Source: an optimization exercise on an open RTL-to-GDS flow (aim: small area and a short achievable clock period). Production flows keep margins and buffers that such runs may drop.
The RTL was checked by simulation tests, not by an equivalence proof against the original design.
Power is estimated from default activity; no workload was simulated.

blue:
// instr_fetch_unit
module instr_fetch_unit (
    input  logic                 clk,
    input  logic                 rst_n,
    input  logic                 start,
    input  logic [15:0]          start_pc,
    input  logic                 redirect_valid,
    input  logic [15:0]          redirect_pc,
    input  logic                 imem_we,
    input  logic [7:0]           imem_waddr,
    input  logic [7:0]           imem_wdata,
    input  logic                 lbl_we,
    input  logic [3:0]           lbl_waddr,
    input  logic [15:0]          lbl_wdata,
    output logic                 out_valid,
    input  logic                 out_ready,
    output logic [15:0]          out_pc,
    output ifu_pkg::dec_t        out_dec,
    output logic                 halted,
    output logic                 err
);
make LEC_CHECK=0 ABC_AREA=1 CAP_MARGIN=20 CORE_MARGIN=2 CORE_UTILIZATION=55 CTS_CLUSTER_DIAMETER=90 CTS_CLUSTER_SIZE=25 SETUP_SLACK_MARGIN=2.9 SLEW_MARGIN=20 finish   # period 5.5 ns
run.sh (not shown) runs the stock make flow with config.mk's settings and CLKGATE_MAP_FILE= SYNTH_SCRIPT=/design/flow/synth_recipe.tcl, a recipe that flattens the netlist after the stock synthesis.
blue was carried through to the last stage, and its layout satisfied the timing, DRC and antenna checks.
Input-level comparison between red and blue:
- changing SLEW_MARGIN from 20 to 5
- changing CAP_MARGIN from 20 to 5
==> summary.txt <==
- red ran to completion and came out clean on the timing, DRC and antenna checks.
- red vs. blue: critical path data required time went up by 120 ps.
- Via count: red vs blue — no meaningful difference
- Compared blue against red; multi-input combinational gate total within noise.
- Comparing red with blue, the register-to-register slack came out essentially unchanged.
- There was hardly any difference in post-detailed-placement half-perimeter wirelength between red and blue.
- Any difference in global routing usage on met3 between red and blue is small enough to ignore.
- The clock-pin slew reported for the worst setup and hold paths after clock tree synthesis was comparable across red and blue.
- In red, the hold slack came out 200 ps above the value in blue.
- Final critical-path setup slack, red and blue: higher on red

* * *

The RTL this note starts from:
==> flow/design.v <==
package ifu_pkg;
    localparam int LOC_W = 16;
    localparam logic [3:0] OP_JMP  = 4'b0010;
    localparam logic [3:0] OP_BR   = 4'b0100;
    localparam logic [3:0] OP_MVB  = 4'b0101;
    localparam logic [3:0] OP_MVF  = 4'b0110;
    localparam logic [3:0] OP_IMM0 = 4'b1001;
    localparam logic [3:0] OP_IMM1 = 4'b1101;
    localparam logic [3:0] OP_HALT = 4'b1110;
    localparam logic [3:0] OP_EXT  = 4'b1111;
    typedef enum logic [1:0] {
        FMT_M = 2'd0,
        FMT_C = 2'd1,
        FMT_I = 2'd2,
        FMT_X = 2'd3
    } fmt_t;
    typedef struct packed {
        fmt_t             format;
        logic [3:0]       opcode;
        logic [2:0]       reg1_i;
        logic [2:0]       reg2_i;
        logic [2:0]       reg_o;
        logic [2:0]       imm;
        logic             imm_flag;
        logic [LOC_W-1:0] jmp_loc;
    } dec_t;
endpackage
module ifu_decode (
    input  logic [7:0]    instr,
    input  logic [255:0]  lbl_flat,    
    input  logic [15:0]   lbl_v,       
    output ifu_pkg::dec_t dec
);
    logic [3:0]  op;
    logic        is_c, is_i, is_x, is_mvb, is_m, is_mo;
    logic [15:0] jmp;
    assign op     = instr[7:4];
    assign is_c   = !op[3] && !op[0] && (op[2] != op[1]);
    assign is_i   = op[3] && !op[1] && op[0];
    assign is_x   = op[3] && op[2] && op[1];
    assign is_mvb = (op == ifu_pkg::OP_MVB);
    assign is_m   = !(is_c || is_i || is_x);
    assign is_mo  = is_m && !is_mvb;
    logic        lbl_use;
    logic [1:0]  gsel;
    logic [15:0] g_val [4];
    logic [3:0]  g_v;
    logic [15:0] e_val;
    logic        e_v;
    assign lbl_use = is_c || is_m;
    assign gsel    = is_c ? instr[3:2] : 2'b11;
    always_comb begin
        for (int g = 0; g < 4; g++) begin
            g_val[g] = instr[1] ? (instr[0] ? lbl_flat[16*(4*g+3) +: 16] : lbl_flat[16*(4*g+2) +: 16])
                                : (instr[0] ? lbl_flat[16*(4*g+1) +: 16] : lbl_flat[16*(4*g+0) +: 16]);
            g_v[g]   = instr[1] ? (instr[0] ? lbl_v[4*g+3] : lbl_v[4*g+2])
                                : (instr[0] ? lbl_v[4*g+1] : lbl_v[4*g+0]);
        end
        e_val = gsel[1] ? (gsel[0] ? g_val[3] : g_val[2]) : (gsel[0] ? g_val[1] : g_val[0]);
        e_v   = gsel[1] ? (gsel[0] ? g_v[3]   : g_v[2])   : (gsel[0] ? g_v[1]   : g_v[0]);
        jmp   = {16{lbl_use && e_v}} & e_val;
    end
    assign dec.format   = ifu_pkg::fmt_t'({is_i || is_x, is_c || is_x});
    assign dec.opcode   = op;
    assign dec.reg1_i   = ({3{is_i}}   & instr[3:1])
                        | ({3{is_mvb}} & {1'b1, instr[1:0]})
                        | ({3{is_mo}}  & {1'b0, instr[3:2]});
    assign dec.reg2_i   = ({3{is_i}}   & (instr[3:1] + 3'd1))
                        | ({3{is_mo}}  & ({1'b0, instr[3:2]} + 3'd1));
    assign dec.reg_o    = ({3{is_c}}   & {2'b01, instr[0]})
                        | ({3{is_i}}   & instr[3:1])
                        | ({3{is_mvb}} & {1'b0, instr[3:2]})
                        | ({3{is_mo}}  & {1'b1, instr[1:0]});
    assign dec.imm      = {3{is_i}} & instr[3:1];
    assign dec.imm_flag = is_i && instr[0];
    assign dec.jmp_loc  = jmp;
endmodule
module instr_fetch_unit (
    input  logic                 clk,
    input  logic                 rst_n,
    input  logic                 start,
    input  logic [15:0]          start_pc,
    input  logic                 redirect_valid,
    input  logic [15:0]          redirect_pc,
    input  logic                 imem_we,
    input  logic [7:0]           imem_waddr,
    input  logic [7:0]           imem_wdata,
    input  logic                 lbl_we,
    input  logic [3:0]           lbl_waddr,
    input  logic [15:0]          lbl_wdata,
    output logic                 out_valid,
    input  logic                 out_ready,
    output logic [15:0]          out_pc,
    output ifu_pkg::dec_t        out_dec,
    output logic                 halted,
    output logic                 err
);
    logic [2047:0] mem;
    for (genvar r = 0; r < 256; r++) begin : g_row
        always_ff @(posedge clk) begin
            if (imem_we && imem_waddr == 8'(r)) begin
                mem[8*r +: 8] <= imem_wdata;
            end
        end
    end
    logic [255:0] lbl;
    logic [15:0]  lbl_v;
    for (genvar e = 0; e < 16; e++) begin : g_lbl
        always_ff @(posedge clk) begin
            if (lbl_we && lbl_waddr == 4'(e)) begin
                lbl[16*e +: 16] <= lbl_wdata;
            end
        end
    end
    always_ff @(posedge clk or negedge rst_n) begin
        if (!rst_n) begin
            lbl_v <= '0;
        end else if (lbl_we) begin
            lbl_v[lbl_waddr] <= 1'b1;
        end
    end
    logic        run;
    logic        fire;
    logic        ld_start, ld_redir;
    logic        is_halt;
    logic        out_en;
    logic [15:0] pc, pc_next;
    logic [15:0] lo_q, lo_d;    
    logic [15:0] hi_q, hi_d;    
    assign ld_start = !run && start;
    assign ld_redir = run && redirect_valid;
    assign fire     = run && !redirect_valid && (!out_valid || out_ready);
    assign out_en   = !out_valid || out_ready;
    assign err      = 1'b0;
    function automatic logic [15:0] onehot4(input logic [3:0] v);
        onehot4 = 16'd1 << v;
    endfunction
    always_comb begin
        if (ld_start) begin
            pc_next = start_pc;
        end else if (ld_redir) begin
            pc_next = redirect_pc;
        end else if (fire) begin
            pc_next = pc + 16'd1;
        end else begin
            pc_next = pc;
        end
    end
    logic hold_pc;
    assign hold_pc = !(ld_start || ld_redir || fire);
    assign lo_d = ({16{ld_start}} & onehot4(start_pc[3:0]))
                | ({16{ld_redir}} & onehot4(redirect_pc[3:0]))
                | ({16{fire}}     & {lo_q[14:0], lo_q[15]})
                | ({16{hold_pc}}  & lo_q);
    assign hi_d = ({16{ld_start}}             & onehot4(start_pc[7:4]))
                | ({16{ld_redir}}             & onehot4(redirect_pc[7:4]))
                | ({16{fire && lo_q[15]}}     & {hi_q[14:0], hi_q[15]})
                | ({16{hold_pc || (fire && !lo_q[15])}} & hi_q);
    logic [127:0] col_d, col_q;
    logic         wr_col;
    logic [7:0]   instr;
    logic [3:0] wlo;
    logic       m_start, m_redir, m_inc, m_hold;
    assign wlo     = imem_waddr[3:0];
    assign m_start = (start_pc[3:0] == wlo);
    assign m_redir = (redirect_pc[3:0] == wlo);
    assign m_inc   = lo_q[wlo - 4'd1];
    assign m_hold  = lo_q[wlo];
    assign wr_col  = imem_we && ((ld_start && m_start) || (ld_redir && m_redir) ||
                                 (fire && m_inc) || (hold_pc && m_hold));
    always_comb begin
        for (int h = 0; h < 16; h++) begin
            col_d[8*h +: 8] = '0;
            for (int l = 0; l < 16; l++) begin
                col_d[8*h +: 8] = col_d[8*h +: 8] | ({8{lo_d[l]}} & mem[8*(16*h+l) +: 8]);
            end
            if (wr_col && imem_waddr[7:4] == 4'(h)) begin
                col_d[8*h +: 8] = imem_wdata;
            end
        end
    end
    always_comb begin
        instr = '0;
        for (int h = 0; h < 16; h++) begin
            instr = instr | ({8{hi_q[h]}} & col_q[8*h +: 8]);
        end
    end
    ifu_pkg::dec_t fetch_dec;
    ifu_decode u_decode (
        .instr    (instr),
        .lbl_flat (lbl),
        .lbl_v    (lbl_v),
        .dec      (fetch_dec)
    );
    assign is_halt = (instr[7:4] == ifu_pkg::OP_HALT);
    always_ff @(posedge clk or negedge rst_n) begin
        if (!rst_n) begin
            run       <= 1'b0;
            halted    <= 1'b0;
            out_valid <= 1'b0;
        end else begin
            if (run) begin
                run    <= !(fire && is_halt);
                halted <= fire && is_halt;
            end else begin
                run    <= start;
                halted <= halted && !start;
            end
            out_valid <= fire || (out_valid && !out_ready && !ld_redir);
        end
    end
    always_ff @(posedge clk) begin
        pc    <= pc_next;
        lo_q  <= lo_d;
        hi_q  <= hi_d;
        col_q <= col_d;
        out_pc  <= ({16{out_en}} & pc)        | ({16{!out_en}} & out_pc);
        out_dec <= ({35{out_en}} & fetch_dec) | ({35{!out_en}} & out_dec);
    end
endmodule
export LEC_CHECK = 0
export CAP_MARGIN = 20
export CORE_MARGIN = 2
export CORE_UTILIZATION = 55
export CTS_CLUSTER_DIAMETER = 80
export CTS_CLUSTER_SIZE = 20
export SETUP_SLACK_MARGIN = 2.6
export SLEW_MARGIN = 20
create_clock -name core_clock -period 5.5 [get_ports {clk}]
Next try:
- ABC_AREA: not set -> 1
- SETUP_SLACK_MARGIN: 2.6 -> 2.9
Clock skew grows by 7.1 ps.
Cell area grows by 5.7%.
Wire length grows by 16%.
Power climbs by 18%.
Setup slack is better by 370 ps.
Via count came out higher by 22%.
Synthesized cell count grows by 62%.
Global-route usage came out higher by 3.5 points.
Fmax climbs by 13%.
Die area climbs by 5.4%.

## separate check: timing with driven ports
The results above use ideal ports. As a check the final layouts listed here were re-extracted and re-timed, cells and wires unchanged. Step 1 sets driving cells, clkbuf_16 on the clock port and buf_2 on the other inputs (assumed; they add their load-dependent delay and slew). Step 2 also shifts input and output timing later by t, the mid clock arrival at the registers, as if the neighbouring blocks saw the same clock. Three values: ideal ports, drivers, drivers and shift; two values: the first two.
run	t (ns)	setup slack, ns	worst hold slack (ns)	clock arrival spread, ns	cell pins on the clock port's net
blue	0.911	2.806 / 2.685 / 1.774	0.262 / 0.186 / 0.460	0.032 / 0.032	1
red	0.913	2.811 / 2.699 / 1.786	0.458 / 0.458 / 0.458	0.044 / 0.045	1
the first run of note 2	0.923	2.364 / 2.364 / 1.659	0.459 / 0.459 / 0.459	0.036 / 0.037	1
the second run of note 2	0.920	2.733 / 2.733 / 1.995	0.213 / 0.149 / 0.469	0.043 / 0.044	1
After both steps every run listed still meets setup and hold. For blue, which loses most, drivers alone change the setup slack by -0.121 ns; drivers and shift together by -1.032 ns.
